From an optimization exercise on the open Yosys and OpenROAD flow, aimed at small area, a short achievable clock period and few clock cycles; shortcuts taken in it are not production practice. Function was checked by simulation only, so behaviour that the tests miss may differ from the original. Power is estimated from default activity; no workload was simulated.

<file path="flow/config.mk">
export PLATFORM = sky130hd
export DESIGN_NAME = calculatorTop
export DESIGN_NICKNAME = calculatorTop
export VERILOG_FILES = /design/flow/design.v
export SDC_FILE = /design/flow/constraint.sdc
export NUM_CORES = 4
export LEC_CHECK = 0
export CAP_MARGIN = 20
export CORE_MARGIN = 2
export CORE_UTILIZATION = 70
export CTS_BUF_LIST = sky130_fd_sc_hd__clkbuf_8
export CTS_CLUSTER_SIZE = 30
export PLACE_DENSITY = 0.8
export SLEW_MARGIN = 20
export SYNTH_HIERARCHICAL = 1
</file>
<file path="flow/constraint.sdc">
create_clock -name core_clock -period 80.0 [get_ports {clk}]
set_input_delay 16.0000 -clock core_clock [delete_from_list [all_inputs] [get_ports {clk}]]
set_output_delay 16.0000 -clock core_clock [all_outputs]
set_load 0.01 [all_outputs]
</file>
<file path="flow/design.v">
`timescale 1ns/1ps
package calc_pkg;
	typedef logic signed [24-1:0] operand_t;
	typedef logic [24-1:0] magnitude_t;
	typedef logic [4-1:0] keyCode_t;
	typedef logic [4-1:0] digitCount_t;
	typedef enum logic [1:0] {
		IDLE,
		FORWARD,  
		ACKED
	} entryState_t;
	typedef enum logic [2:0] {
		WAIT,
		REDUCE,
		PUSH,
		FLUSH,  
		EMIT,
		DONE
	} evalState_t;
endpackage
`timescale 1ns/1ps
module div10Step (
	input  logic [3:0] rin,
	input  logic       b,
	output logic       q,
	output logic [3:0] rout
);
	logic [2:0] m;
	always_comb begin
		q = 1'b1;
		m = 3'bxxx;
		case (rin)
			4'd0: begin q = 1'b0; m = 3'd0; end
			4'd1: begin q = 1'b0; m = 3'd1; end
			4'd2: begin q = 1'b0; m = 3'd2; end
			4'd3: begin q = 1'b0; m = 3'd3; end
			4'd4: begin q = 1'b0; m = 3'd4; end
			4'd5: m = 3'd0;
			4'd6: m = 3'd1;
			4'd7: m = 3'd2;
			4'd8: m = 3'd3;
			4'd9: m = 3'd4;
			default: ;
		endcase
	end
	assign rout = {m, b};
endmodule
`timescale 1ns/1ps
module calculatorTop (
	input  logic        clk,
	input  logic        rst_n,
	input  logic        keyReq,
	input  logic [3:0]  keyCode,
	output logic        keyAck,
	output logic        resReq,
	input  logic        resAck,
	output logic        resSign,
	output logic [23:0] resMagnitude,
	output logic [3:0]  resDigits,
	output logic        resError
);
	localparam logic [3:0] S_IDLE  = 4'd0;
	localparam logic [3:0] S_MUL   = 4'd1;
	localparam logic [3:0] S_ALIGN = 4'd2;
	localparam logic [3:0] S_STEP  = 4'd3;
	localparam logic [3:0] S_APPLY = 4'd4;
	localparam logic [3:0] S_FABS  = 4'd5;
	localparam logic [3:0] S_FD    = 4'd6;
	localparam logic [3:0] S_FOUT  = 4'd9;
	logic       kv;
	logic [3:0] K;
	logic       kdone;
	logic [23:0] E;  
	logic [23:0] S;  
	logic [23:0] A;  
	logic [23:0] B;  
	logic [23:0] X;  
	logic [3:0] st;
	logic       fresh;   
	logic [1:0] ph;      
	logic       lowNeg;  
	logic       sZero;   
	logic       errAcc;  
	logic [1:0] nk;      
	logic       nkDiv;   
	logic       bc;      
	logic       qneg;    
	logic       xNeg;    
	logic       dnb;     
	logic [4:0] cnt;
	logic [1:0] bs;      
	logic       resBusy;  
	assign resMagnitude = S;
	logic [2:0]  dh;
	logic [1:0]  dlo;
	logic [22:0] e5;
	logic [23:0] eMul;
	logic [22:0] eA;
	assign dh = K[3:1];
	assign dlo = dh[2] ? 2'b11 : dh[1:0];
	assign eA = {E[20:0], dlo};
	logic [23:0] eCy;
	assign eCy[0] = dh[2];
	for (genvar i = 0; i < 23; i++) begin : g_entry
		assign e5[i] = eA[i] ^ E[i] ^ eCy[i];
		assign eCy[i+1] = (eA[i] & E[i]) | (eCy[i] & (eA[i] ^ E[i]));
	end
	assign eMul = {e5, K[0]};
	logic [11:0] eDiv;
	logic [3:0]  dt [13];
	logic [3:0]  bsRem;   
	logic        bsHalf;  
	assign dt[0] = bsHalf ? bsRem : 4'd0;
	for (genvar i = 0; i < 12; i++) begin : g_div10
		div10Step stepU (.rin(dt[i]), .b(E[23-i]), .q(eDiv[11-i]), .rout(dt[i+1]));
	end
	logic        pS, pSraw, pX;
	logic        qE, qB, qA, qA2, qC, qS, invQ, cin;
	logic [23:0] qConst;
	logic [23:0] pOp, qOp;
	logic [23:0] aluA, aluB;
	logic [23:0] alu;
	logic        aluC;
	assign pOp = (({24{pS & ~sZero}} | {24{pSraw}}) & S) | ({24{pX}} & X);
	assign qOp = ({24{qE}} & E) | ({24{qB}} & B) | ({24{qA}} & A) | ({24{qA2}} & {A[22:0], 1'b0})
		| ({24{qC}} & qConst) | ({24{qS}} & S);
	assign aluA = pOp;
	assign aluB = qOp ^ {24{invQ}};
	logic [24:0] aluCy;
	assign aluCy[0] = cin;
	for (genvar i = 0; i < 24; i++) begin : g_alu
		assign alu[i] = aluA[i] ^ aluB[i] ^ aluCy[i];
		assign aluCy[i+1] = (aluA[i] & aluB[i]) | (aluCy[i] & (aluA[i] ^ aluB[i]));
	end
	assign aluC = aluCy[24];
	logic fits1, fits4;
	logic [23:0] smear;
	always_comb begin
		smear[23] = X[23];
		for (int i = 22; i >= 0; i--)
			smear[i] = smear[i+1] | X[i];
	end
	assign fits1 = ~B[23] & ~|(B[22:0] & ~smear[23:1]);
	assign fits4 = ~|B[23:20] & ~|(B[19:0] & ~smear[23:4]);
	logic [6:0] pAbove;   
	logic [6:0] pUnsure;  
	assign pAbove = {1'b0, smear[20], smear[17], smear[14], smear[10], smear[7], smear[4]};
	assign pUnsure = {smear[23], smear[19], smear[16], smear[13], smear[9], smear[6], smear[3]} & ~pAbove;
	assign qConst = ({24{pUnsure[0]}} & 24'd10) | ({24{pUnsure[1]}} & 24'd100)
		| ({24{pUnsure[2]}} & 24'd1000) | ({24{pUnsure[3]}} & 24'd10000)
		| ({24{pUnsure[4]}} & 24'd100000) | ({24{pUnsure[5]}} & 24'd1000000)
		| ({24{pUnsure[6]}} & 24'd10000000);
	logic [2:0] nAbove;
	logic       unsureHit;
	logic [3:0] digitCount;
	assign nAbove[2] = pAbove[3];
	assign nAbove[1] = (pAbove[1] & ~pAbove[3]) | pAbove[5];
	assign nAbove[0] = (pAbove[0] & ~pAbove[1]) | (pAbove[2] & ~pAbove[3]) | (pAbove[4] & ~pAbove[5]);
	assign unsureHit = |pUnsure & aluC;
	assign digitCount = {1'b0, nAbove} + {2'b00, unsureHit, ~unsureHit};
	logic aligning;
	assign aligning = st == S_ALIGN && (fits4 || fits1);
	logic [2:0] bv;
	assign bv = {1'b0, B[1:0]} + {2'b0, bc};
	logic mulLast;
	assign mulLast = B[23:2] == 22'd0 && !(bv == 3'd3 || bv == 3'd4);
	logic nkLow;
	assign nkLow = nk != 2'd2;
	logic kDigit, kBack, kOp, kHigh, kEq, kMinus, kDivide;
	assign kDigit = K < 4'd10;
	assign kBack = K == 4'd14;
	assign kOp = !kDigit && !kBack;
	assign kHigh = K == 4'd13 || K == 4'd15;
	assign kEq = K == 4'd12;
	assign kMinus = K == 4'd11;
	assign kDivide = K == 4'd15;
	logic engFree;
	assign engFree = st == S_IDLE;
	logic opReady;
	assign opReady = kv && kOp && engFree && !(resBusy && !kHigh && ph != 2'd2);
	logic execNegE;    
	logic execOp;      
	logic execBsAlu;   
	assign execNegE = opReady && ph == 2'd2 && E[23] && !dnb;
	assign execOp = opReady && !execNegE;
	assign execBsAlu = kv && kBack && !bsHalf && engFree && (bs == 2'd0 ? E[23] : bs == 2'd2);
	logic engHold;
	assign engHold = resBusy && nkLow && st == S_APPLY;
	always_comb begin
		pS = 0; pSraw = 0; pX = 0;
		qE = 0; qB = 0; qA = 0; qA2 = 0; qC = 0; qS = 0; invQ = 0; cin = 0;
		if (execOp) begin
			if (ph == 2'd0) begin
				qE = 1;
				if (!kHigh) begin
					pS = 1;
					invQ = lowNeg;
					cin = lowNeg;
				end
			end else if (ph == 2'd2) begin
				qA = 1;
				invQ = A[23];
				cin = A[23];
			end else
				pS = !kHigh;
		end else if (execNegE || execBsAlu) begin
			qE = 1;
			invQ = 1;
			cin = 1;
		end
		case (st)
			S_MUL: begin
				pX = 1;
				case (bv)
					3'd1: qA = 1;
					3'd2: qA2 = 1;
					3'd3: qA = 1;
					default: ;
				endcase
				invQ = (bv == 3'd3) ^ (nkLow && lowNeg);
				cin = invQ;
			end
			S_ALIGN, S_STEP: begin
				pX = 1;
				qB = !aligning;
				invQ = !aligning && !xNeg;
				cin = invQ;
			end
			S_APPLY: begin
				qA = 1;
				pS = nkLow;
				invQ = qneg ^ (nkLow && lowNeg);
				cin = invQ;
			end
			S_FABS: begin
				pSraw = !S[23];
				qS = S[23];
				qC = !S[23];
				invQ = 1;
				cin = 1;
			end
			S_FD: begin pSraw = 1; qC = 1; invQ = 1; cin = 1; end
			default: ;
		endcase
	end
	assign kdone = kv && (kDigit || (kBack && (bs == 2'd0 ? bsHalf : bs == 2'd2 && engFree)) || execOp);
	logic accept;
	assign accept = keyReq && !keyAck && (!kv || kdone);
	always_ff @(posedge clk or negedge rst_n) begin
		if (!rst_n) begin
			keyAck <= 1'b0;
			kv <= 1'b0;
		end else begin
			if (accept) begin
				keyAck <= 1'b1;
				kv <= 1'b1;
			end else begin
				if (!keyReq)
					keyAck <= 1'b0;
				if (kdone)
					kv <= 1'b0;
			end
		end
	end
	always_ff @(posedge clk) begin
		if (accept)
			K <= keyCode;
		bsRem <= dt[12];
	end
	always_ff @(posedge clk or negedge rst_n) begin
		if (!rst_n) begin
			fresh <= 1'b1;
			bs <= 2'd0;
			bsHalf <= 1'b0;
			dnb <= 1'b0;
		end else begin
			fresh <= 1'b0;
			if (execNegE)
				dnb <= 1'b1;
			else if (execOp)
				dnb <= 1'b0;
			if (kv && kBack) begin
				if (bsHalf || (bs == 2'd0 && !E[23]) || bs == 2'd1) begin
					bsHalf <= !bsHalf;
					if (bsHalf && bs == 2'd1)
						bs <= 2'd2;
				end else if (engFree)
					bs <= bs == 2'd0 ? 2'd1 : 2'd0;
			end
		end
	end
	always_ff @(posedge clk) begin
		if (fresh || execOp)
			E <= '0;
		else if (execNegE)
			E <= alu;
		else if (kv && kDigit)
			E <= eMul;
		else if (kv && kBack) begin
			if (bsHalf || (bs == 2'd0 && !E[23]) || bs == 2'd1)
				E <= {E[11:0], eDiv};
			else if (engFree)
				E <= alu;
		end
	end
	always_ff @(posedge clk or negedge rst_n) begin
		if (!rst_n) begin
			st <= S_IDLE;
			ph <= 2'd0;
			lowNeg <= 1'b0;
			sZero <= 1'b1;
			errAcc <= 1'b0;
			resReq <= 1'b0;
			resBusy <= 1'b0;
		end else begin
			if (resBusy && resAck) begin
				resReq <= 1'b0;
				resBusy <= 1'b0;
				sZero <= 1'b1;
			end
			case (st)
				S_IDLE: begin
					if (execOp) begin
						if (ph == 2'd1)
							st <= S_MUL;
						else if (ph == 2'd2) begin
							if (E == 24'd0) begin
								errAcc <= 1'b1;
								st <= S_APPLY;
							end else
								st <= S_ALIGN;
						end else if (kHigh)
							ph <= kDivide ? 2'd2 : 2'd1;
						else begin
							sZero <= 1'b0;
							lowNeg <= kMinus;
							if (kEq)
								st <= S_FABS;
						end
					end
				end
				S_MUL: begin
					if (mulLast) begin
						if (nkLow) begin
							ph <= 2'd0;
							sZero <= 1'b0;
							lowNeg <= nk == 2'd1;
							st <= nk == 2'd3 ? S_FABS : S_IDLE;
						end else begin
							ph <= nkDiv ? 2'd2 : 2'd1;
							st <= S_IDLE;
						end
					end
				end
				S_ALIGN, S_STEP: begin
					if (aligning)
						st <= S_ALIGN;
					else if (cnt != 5'd0)
						st <= S_STEP;
					else if (nkLow || qneg)
						st <= S_APPLY;
					else begin
						ph <= nkDiv ? 2'd2 : 2'd1;
						st <= S_IDLE;
					end
				end
				S_APPLY: begin
					if (!engHold) begin
						if (nkLow) begin
							ph <= 2'd0;
							sZero <= 1'b0;
							lowNeg <= nk == 2'd1;
							st <= nk == 2'd3 ? S_FABS : S_IDLE;
						end else begin
							ph <= nkDiv ? 2'd2 : 2'd1;
							st <= S_IDLE;
						end
					end
				end
				S_FABS, S_FD, S_FOUT: begin
					if (st == S_FABS) begin
						lowNeg <= 1'b0;
						ph <= 2'd0;
						errAcc <= 1'b0;
					end
					if (st == S_FABS && S[23])
						st <= S_FD;
					else if (!resAck) begin
						resReq <= 1'b1;
						resBusy <= 1'b1;
						st <= S_IDLE;
					end else
						st <= S_FOUT;
				end
				default: st <= S_IDLE;
			endcase
		end
	end
	always_ff @(posedge clk) begin
		X <= alu;
		case (st)
			S_MUL: B <= {2'b00, B[23:2]};
			S_ALIGN, S_STEP: begin
				if (st == S_ALIGN && fits4)
					B <= {B[19:0], 4'd0};
				else if (st == S_ALIGN && fits1)
					B <= {B[22:0], 1'b0};
				else
					B <= {1'b0, B[23:1]};
			end
			default: B <= E;
		endcase
	end
	always_ff @(posedge clk) begin
		if (st == S_IDLE && execOp) begin
			nk <= kHigh ? 2'd2 : kEq ? 2'd3 : kMinus ? 2'd1 : 2'd0;
			nkDiv <= kDivide;
			bc <= 1'b0;
			cnt <= 5'd0;
			xNeg <= 1'b0;
			qneg <= A[23] ^ dnb;
			if (ph == 2'd2)
				A <= '0;
			else if (ph == 2'd0) begin
				if (kHigh)
					A <= alu;
				else
					S <= alu;
			end
		end
		case (st)
			S_MUL: begin
				bc <= bv[2] | (bv == 3'd3);
				A <= {A[21:0], 2'b00};
				if (mulLast) begin
					if (nkLow)
						S <= alu;
					else
						A <= alu;
				end
			end
			S_ALIGN, S_STEP: begin
				if (st == S_ALIGN && fits4)
					cnt <= cnt + 5'd4;
				else if (st == S_ALIGN && fits1)
					cnt <= cnt + 5'd1;
				else begin
					xNeg <= !aluC;
					A <= {A[22:0], aluC};
					cnt <= cnt - 5'd1;
				end
			end
			S_APPLY: begin
				if (!engHold) begin
					if (nkLow)
						S <= alu;
					else
						A <= alu;
				end
			end
			S_FABS: begin
				resSign <= S[23];
				resError <= errAcc;
				if (S[23])
					S <= alu;
			end
			S_FD: resDigits <= digitCount;
			default: ;
		endcase
		if (st == S_FABS && !S[23])
			resDigits <= digitCount;
	end
endmodule
</file>
<file path="flow/flow/run.sh">
#!/bin/bash
# The standard layout, with the port buffers made of plain buffers
# instead of the delay cells the resizer picks by default, and a clock tree
# without the dummy loads CTS adds to even out its branches.
set -euo pipefail
export BUFFER_PORTS_ARGS="-buffer_cell sky130_fd_sc_hd__buf_2"
export CTS_ARGS="-sink_clustering_enable -repair_clock_nets -sink_clustering_size 30 -buf_list sky130_fd_sc_hd__clkbuf_8 -dont_use_dummy_load"
bash standard.sh > standard.log 2>&1
</file>
<file path="flow/standard.sh">
#!/bin/bash
# synth_recipe.tcl (not shown) runs the flow's synth.tcl, then flattens the netlist and writes it again
# the make line also repeats each setting of config.mk as NAME=value (left out here)
make -C /OpenROAD-flow-scripts/flow DESIGN_CONFIG=/design/flow/config.mk WORK_HOME=/design/flow/orfs CLKGATE_MAP_FILE= SYNTH_SCRIPT=/design/flow/synth_recipe.tcl "${@:-finish}"
</file>
==> impl_metrics.toml, run 1 <==
[floorplanning]
row_count = 46
die_h_um = 132.2
start_util = 0.7190
die_area_sq_mm = 0.01748
die_x_um = 132.2
core_region_area_sq_mm = 0.01600
io_pins = 40

[synth]
yosys.cell_types.count = 88
netlist.top_cell.by_area = "dfxtp_1"
synth_xor_xnor_area_share = 0.02665
ys_dominant_reg_cell = "dfxtp_1"
synth.area.mux_share = 0.06221
netlist_top_cells_count = "130 x nand2_1, 125 x dfxtp_1, 106 x a21oi_1"
synth_top_family_by_area = "compound AO/OA/AOI/OAI gates"
synth_area_sq_mm = 0.01150
synth.most_common_cell = "nand2_1"
ys_seq_area_frac = 0.3091
ys_ff_latch = 163
async_flop_share = 0.1104
synthCells = 1319
synth.top_cells.by_area = "dfxtp_1 22%, fa_1 8.2%, edfxtp_1 5.2%"
synthAdderAreaFrac = 0.09593
synth_area_per_cell_sq_um = 8.721
syn-num-nets = 1387
yosys.area_share.simple = 0.1839
ys_warn_count = 10
synth_compound_area_frac = 0.2609
synth_top_area_frac = 0.2175
synth_edf_count = 20

[timing]
slew_violations = 0
finClkSkew_ns = 0.03398
worst-slew-pin-transition_ns = 1.155
slew_headroom = 0.2299
clock.fmax_ghz = 0.05851
final-setup-viol-count = 0
post-route-min-period_ns = 17.09
setup_ws_ns = 62.91
layout_worst_path_cycle_share = 0.2136
rsz0062_at_grt = "false"
fin_tns_setup_ns = 0
finalHoldViolCount = 0

[finish]
synthToLayoutAreaGrowth_pct = 3.546
design_area_sq_mm = 0.01191
drive_gt1_frac = 0.1223
fillers = 1255
final_nets = 1370

[setup_path]
worst-path-stages = 1
critical_path_class = "reg -> out"
path_max_fanout = 4
crit_arrival_ns = 1.09
crit_chain = "buf_2"
cp-end-kind = "output port"
slowest_stage = "dfxtp_1"
startpoint = "S[21]"
crit_buf_inv = 1
max_stage_delay_ns = 0.44
reg2reg_depth = 40
start_kind = "flop"
r2r_start = "st[2]"
cp.required_ns = 64.00
cp_top_family = "flip-flops"

[placed_design]
io_buffers = 39
place_area_sq_mm = 0.01167
hpwl_um = 26180
gp_congestion = 1.039
place_ws_ns = 63.05

[min_path]
whs_path_depth = 0
min_path_type = "reg -> reg"
hp-start = "errAcc"

[grt]
antenna_found_initial = 0
grt_max_degree = 47
grt_pass1_vias = 10440
grt_pass1_wl_um = 58440
grt_overflow = 0
track_usage = 0.4253

[routing]
avgViaCountPerCell = 7.356
finalWirelength_um = 37580
drc = 0
vias = 11160
wl_per_cell_um = 24.77
drt_iter0_drc = 1686
drtPass1Iterations = 9
postRouteAntennaNets = 0

[job]
max-cap-violations = 0

[cts]
cts.repair.resized = 0
cts_sinks = 163
cts_tree = "yes"
clk_pin_slew_ns = 0.09
holdBufCountCts = 0
cts_buffers = 17
cts_root_buf = "clkbuf_8"
clockBufferDepth = 2
post-cts-setup-buffers = 0
clk_latency_ns = 0.49
cts_htree_levels = 4

[power_and_ir_drop]
power_density_mw_per_mm2 = 49.73
peakVddDrop_mv = 0.03341
p_leak_nw = 4.625
power_w = 0.0005924

[run_status]
status = "timing/DRC/antenna clean"
## per-module statistics from Yosys (local to each module, per instance)
module	flip-flops and latches	cell area, sq um	copies in the design	cells
calculatorTop	163	10570	1	1175
div10Step	0	77.57	12	12
## final cells by class
| class | instances | area [sq um] | share of cell area |
|---|---|---|---|
| Inverter | 51 | 197.7 | 0.01660 |
| Timing Repair Buffer | 62 | 367.9 | 0.03088 |
| Tap cell | 216 | 270.3 | 0.02269 |
| Multi-Input combinational cell | 1007 | 7283 | 0.6115 |
| Antenna cell | 1 | 2.502 | 0.0002101 |
| Clock buffer | 17 | 234.0 | 0.01964 |
| Sequential cell | 163 | 3556 | 0.2985 |
## where the power goes
part,switching [W],leakage [nW],internal (W)
clock,0.0000281,0.122,0.0000188
sequential,0.0000422,1.44,0.000113
combinational,0.000239,3.07,0.000151
## layout by cell type, fill, tap and decap left out, types with 14 or more instances in the layout
cell type / netlist / routed
edfxtp_1: 20 / 20
dfxtp_1: 125 / 125
buf_4: 16 / 23
o22ai_1: 30 / 30
dfrtp_1: 16 / 16
nand3_1: 21 / 21
xnor2_1: 28 / 28
nor2b_1: 15 / 15
a211oi_1: 22 / 22
a221o_1: 18 / 18
a222oi_1: 24 / 24
fa_1: 47 / 47
mux2i_1: 40 / 40
buf_2: 24 / 39
o211ai_1: 30 / 30
inv_1: 48 / 48
a221oi_1: 19 / 19
clkbuf_8: 0 / 17
o21ai_0: 81 / 81
nand2_1: 130 / 130
nor4b_1: 15 / 14
nor2_1: 90 / 90
nor3_1: 18 / 16
a21oi_1: 106 / 105
a22o_1: 15 / 15
a22oi_1: 33 / 33
nand2b_1: 21 / 21
mux2_2: 28 / 28
## worst paths after layout
| kind | endpoint | slack, ns |
|---|---|---|
| max in group asynchronous | fresh | 64.20 |
| setup / recovery | resMagnitude[21] | 62.91 |
| hold reg to reg | resError | 0.48 |
| hold / removal | resError | 0.48 |
| min in group asynchronous | keyAck | 15.45 |
| setup reg to reg | resDigits[2] | 63.95 |
## worst register-to-register path: cells and delay by family (launching register included)
family / cells / cell delay, ns
DFF: 1 / 0.61
adders and majority gates: 25 / 11.37
muxes: 1 / 0.35
AOI/OAI and AO/OA: 2 / 0.33
and+or+nand+nor: 5 / 1.71
xor gates and xnor gates: 1 / 0.18
buffers and inverters: 6 / 1.22
## logic make-up (layout without fill, tap and decap cells)
kind of cell,count (synthesis),in the layout
and+or+nand+nor,403,403
other,1,2
AOI/OAI and AO/OA,440,440
muxes,68,68
xor gates and xnor gates,35,35
buffers and inverters,149,130
DFF,163,163
adders and majority gates,60,60
## routing by layer
metal / part of all wire / global-route usage
met1: 0.39 / 0.5788
met2: 0.43 / 0.6291
met3: 0.14 / 0.1442
met4: 0.044 / 0.1631
met5: 0 / 0
## registers in the layout (all words and copies together), names as in the netlist, 2 cells and up
name	cells
A	24
B	24
E	24
S	24
X	24
cnt	5
K	4
bsRem	4
resDigits	4
st	4
bs	2
nk	2
ph	2
## metrics by stage
| stage | hold slack (ns) | cells | util |
|---|---|---|---|
| final | 0.4825 | 1517 | 0.7444 |
| after CTS | 0.4745 | 1516 | 0.7443 |
| after global placement | 0.4537 | 1499 | 0.7297 |
| after detailed placement | 0.4528 | 1499 | 0.7297 |
| after global routing | 0.4808 | 1516 | 0.7443 |
| after floorplan | 0.4254 | 1319 | - |
Testbench counts, summed over its fixed seeds: cycles 34,221.
==> run 2, diff against run 1 <==
--- a/flow/design.v
+++ b/flow/design.v
@@ -65,7 +65,9 @@
 	localparam logic [3:0] S_STEP  = 4'd3;
 	localparam logic [3:0] S_APPLY = 4'd4;
 	localparam logic [3:0] S_FABS  = 4'd5;
-	localparam logic [3:0] S_FD    = 4'd6;
+	localparam logic [3:0] S_FD1   = 4'd6;
+	localparam logic [3:0] S_FD2   = 4'd7;
+	localparam logic [3:0] S_FD3   = 4'd8;
 	localparam logic [3:0] S_FOUT  = 4'd9;
 	logic       kv;
 	logic [3:0] K;
@@ -133,6 +135,18 @@
 		assign aluCy[i+1] = (aluA[i] & aluB[i]) | (aluCy[i] & (aluA[i] ^ aluB[i]));
 	end
 	assign aluC = aluCy[24];
+	always_comb begin
+		qConst = 24'd10000;
+		if (st == S_FD2)
+			qConst = resDigits[2] ? 24'd1000000 : 24'd100;
+		else if (st == S_FD3)
+			case (resDigits[2:1])
+				2'b00: qConst = 24'd10;
+				2'b01: qConst = 24'd1000;
+				2'b10: qConst = 24'd100000;
+				default: qConst = 24'd10000000;
+			endcase
+	end
 	logic fits1, fits4;
 	logic [23:0] smear;
 	always_comb begin
@@ -142,22 +156,6 @@
 	end
 	assign fits1 = ~B[23] & ~|(B[22:0] & ~smear[23:1]);
 	assign fits4 = ~|B[23:20] & ~|(B[19:0] & ~smear[23:4]);
-	logic [6:0] pAbove;   
-	logic [6:0] pUnsure;  
-	assign pAbove = {1'b0, smear[20], smear[17], smear[14], smear[10], smear[7], smear[4]};
-	assign pUnsure = {smear[23], smear[19], smear[16], smear[13], smear[9], smear[6], smear[3]} & ~pAbove;
-	assign qConst = ({24{pUnsure[0]}} & 24'd10) | ({24{pUnsure[1]}} & 24'd100)
-		| ({24{pUnsure[2]}} & 24'd1000) | ({24{pUnsure[3]}} & 24'd10000)
-		| ({24{pUnsure[4]}} & 24'd100000) | ({24{pUnsure[5]}} & 24'd1000000)
-		| ({24{pUnsure[6]}} & 24'd10000000);
-	logic [2:0] nAbove;
-	logic       unsureHit;
-	logic [3:0] digitCount;
-	assign nAbove[2] = pAbove[3];
-	assign nAbove[1] = (pAbove[1] & ~pAbove[3]) | pAbove[5];
-	assign nAbove[0] = (pAbove[0] & ~pAbove[1]) | (pAbove[2] & ~pAbove[3]) | (pAbove[4] & ~pAbove[5]);
-	assign unsureHit = |pUnsure & aluC;
-	assign digitCount = {1'b0, nAbove} + {2'b00, unsureHit, ~unsureHit};
 	logic aligning;
 	assign aligning = st == S_ALIGN && (fits4 || fits1);
 	logic [2:0] bv;
@@ -239,7 +237,7 @@
 				invQ = 1;
 				cin = 1;
 			end
-			S_FD: begin pSraw = 1; qC = 1; invQ = 1; cin = 1; end
+			S_FD1, S_FD2, S_FD3: begin pSraw = 1; qC = 1; invQ = 1; cin = 1; end
 			default: ;
 		endcase
 	end
@@ -377,15 +375,16 @@
 						end
 					end
 				end
-				S_FABS, S_FD, S_FOUT: begin
-					if (st == S_FABS) begin
-						lowNeg <= 1'b0;
-						ph <= 2'd0;
-						errAcc <= 1'b0;
-					end
-					if (st == S_FABS && S[23])
-						st <= S_FD;
-					else if (!resAck) begin
+				S_FABS: begin
+					lowNeg <= 1'b0;
+					ph <= 2'd0;
+					errAcc <= 1'b0;
+					st <= S[23] ? S_FD1 : S_FD2;
+				end
+				S_FD1: st <= S_FD2;
+				S_FD2: st <= S_FD3;
+				S_FD3, S_FOUT: begin
+					if (!resAck) begin
 						resReq <= 1'b1;
 						resBusy <= 1'b1;
 						st <= S_IDLE;
@@ -463,11 +462,13 @@
 				resError <= errAcc;
 				if (S[23])
 					S <= alu;
+				else
+					resDigits <= {1'b0, aluC, 2'b00};
 			end
-			S_FD: resDigits <= digitCount;
+			S_FD1: resDigits <= {1'b0, aluC, 2'b00};
+			S_FD2: resDigits[1] <= aluC;
+			S_FD3: resDigits <= {1'b0, resDigits[2:1], aluC} + 4'd1;
 			default: ;
 		endcase
-		if (st == S_FABS && !S[23])
-			resDigits <= digitCount;
 	end
 endmodule
--- a/flow/config.mk
+++ b/flow/config.mk
@@ -7,9 +7,9 @@
 export LEC_CHECK = 0
 export CAP_MARGIN = 20
 export CORE_MARGIN = 2
-export CORE_UTILIZATION = 70
+export CORE_UTILIZATION = 65
 export CTS_BUF_LIST = sky130_fd_sc_hd__clkbuf_8
 export CTS_CLUSTER_SIZE = 30
-export PLACE_DENSITY = 0.8
+export PLACE_DENSITY = 0.75
 export SLEW_MARGIN = 20
 export SYNTH_HIERARCHICAL = 1
==> impl_metrics.toml, run 2 <==
[run_status]
status = "timing/DRC/antenna clean"

[setup_path]
cp.required_ns = 64.00
path_max_fanout = 7
max_stage_delay_ns = 0.51
crit_buf_inv = 1
cp-end-kind = "output port"
cp_top_family = "flip-flops"
slowest_stage = "dfxtp_1"
worst-path-stages = 1
reg2reg_depth = 39
start_kind = "flop"
critical_path_class = "reg -> out"
crit_arrival_ns = 1.20
crit_chain = "buf_2"

[cts]
clk_latency_ns = 0.49
cts_tree = "yes"
cts_buffers = 17
clockBufferDepth = 2
cts.repair.resized = 0
cts_sinks = 163
cts_root_buf = "clkbuf_8"
holdBufCountCts = 0
clk_pin_slew_ns = 0.09
post-cts-setup-buffers = 0
cts_htree_levels = 4

[timing]
finalHoldViolCount = 0
rsz0062_at_grt = "false"
holdWs_ns = 0.4895
layout_worst_path_cycle_share = 0.2150
clock.fmax_ghz = 0.05813
worst-slew-pin-transition_ns = 1.139
setup_ws_ns = 62.80
fin_tns_setup_ns = 0
post-route-min-period_ns = 17.20
finClkSkew_ns = 0.02227
final-setup-viol-count = 0
slew_headroom = 0.2365
slew_violations = 0

[placed_design]
place_ws_ns = 62.91
placedCellCount = 1520
hpwl_um = 28340
gp_congestion = 0.9945
io_buffers = 39

[min_path]
min_path_type = "reg -> reg"
whs_path_depth = 0

[routing]
postRouteAntennaNets = 0
wl_met2_um = 16300
drt_iter0_drc = 1876
routed.top_layer = "met5"
drt-met1-wl_um = 15500
met3_length_um = 6120
vias = 11410
drtPass1Iterations = 10
finalWirelength_um = 40460
drc = 0
wl_per_cell_um = 26.32
avgViaCountPerCell = 7.426

[finish]
final_nets = 1386
final_cell_mix = "125 x dfxtp_1, 115 x nand2_1, 100 x a21oi_1"
synthToLayoutAreaGrowth_pct = 4.090
drive_gt1_frac = 0.1220
diodes = 0
final_common_cell = "dfxtp_1"
fin_cells = 1537
fillers = 1422

[power_and_ir_drop]
peakVddDrop_mv = 0.04237
p_leak_nw = 4.773
power_w = 0.0006202
power_density_mw_per_mm2 = 51.52

[job]
max-cap-violations = 0

[synth]
synth_top_area_frac = 0.2164
synthCells = 1329
netlist_top_cells_count = "125 x dfxtp_1, 115 x nand2_1, 102 x a21oi_1"
netlist.top_cell.by_area = "dfxtp_1"
ys_ff_latch = 163
synth_area_per_cell_sq_um = 8.702
synth.top_cells.by_area = "dfxtp_1 22%, fa_1 8.0%, edfxtp_1 5.2%"
synth.most_common_cell = "dfxtp_1"
ys_warn_count = 10
yosys.cell_types.count = 88
synth_edf_count = 20
synth_area_sq_mm = 0.01156
syn-num-nets = 1401
ys_dominant_reg_cell = "dfxtp_1"
async_flop_share = 0.1104
ys_seq_area_frac = 0.3075

[floorplanning]
start_util = 0.6663
die_h_um = 137.4
core_region_area_sq_mm = 0.01736
io_pins = 40
die_area_sq_mm = 0.01887
row_count = 48
die_x_um = 137.4

[grt]
grt_pass1_wl_um = 61130
grt_max_degree = 35
grt_overflow = 0
grt_pass1_vias = 10220
antenna_found_initial = 0
track_usage = 0.4336
==> run 2: Yosys stat by module (local to each module, per instance) <==
module         times used  flip-flops and latches
div10Step              12                       0
calculatorTop           1                     163
==> run 2: logic make-up after synthesis <==
logic type | after synthesis | share of synthesized area
XOR/XNOR | 32 | 0.02423
multiplexers | 28 | 0.02683
AO/OA/AOI/OAI | 483 | 0.2959
other | 1 | 0.0003243
adder cells (fa/ha/maj) | 64 | 0.09910
flip-flops | 163 | 0.3075
AND/OR/NAND/NOR | 402 | 0.1872
buffers and inverters | 156 | 0.05896
==> run 2: path summary, 6_finish.rpt <==
| path | start | end | slack [ns] |
|---|---|---|---|
| min in group asynchronous | rst_n | kv | 15.43 |
| max | S[23] | resMagnitude[23] | 62.80 |
| min | errAcc | resError | 0.49 |
| min reg2reg | errAcc | resError | 0.49 |
| max reg2reg | ph[0] | resDigits[2] | 64.28 |
| max in group asynchronous | rst_n | sZero | 64.23 |
==> run 2: power breakdown <==
part           total (W)  leakage, nW  internal (W)  switching [W]
clock network  0.0000472        0.122     0.0000188      0.0000285
logic           0.000414         3.21      0.000159       0.000255
registers       0.000159         1.44      0.000115      0.0000448
==> run 2: area by class of cell <==
type,count,area (sq um),area share
clock buffers,17,234.0,0.01944
inverters,60,225.2,0.01871
repair buffers,62,367.9,0.03056
flip-flops and latches,163,3556,0.2954
well taps,225,281.5,0.02339
multi-input cells,1010,7373,0.6125
==> run 2: through the flow <==
stage | cell area (sq um) | util
floorplan | 11560 | -
global placement | 11800 | 0.6799
detailed placement | 11800 | 0.6799
CTS | 12030 | 0.6933
global route | 12040 | 0.6936
finish | 12040 | 0.6936
==> run 2: layer usage <==
layer  track usage  vias up
li1              -     4933
met1        0.6023     5349
met2        0.6003      956
met3        0.1354      173
met4        0.2291        2
met5             0        -
Testbench counts of run 2, summed over its fixed seeds: cycles 34,751.

## separate check: timing with driven ports
The flow's constraints put no driver on any port. The routed layouts listed below were extracted and timed again, unchanged, in two steps. Step 1, drivers: a clkbuf_16 drives clk and a buf_2 each remaining input, both assumed. Step 2 times the ports against the registers' clock, not the clock port: input delays grow and output delays shrink by t, the midpoint of the rising clock arrivals with the driver on. a / b / c = ideal ports / drivers / drivers and shift; a / b = the first two.
run	t, ns	slack for setup (ns)	worst hold slack (ns)	worst data-port slew with drivers (ns)
run 1	0.512	62.910 / 62.867 / 63.058	0.482 / 0.482 / 0.482	0.03
run 2	0.524	62.796 / 62.749 / 62.900	0.489 / 0.489 / 0.489	0.03
After both steps every run listed still meets setup and hold.
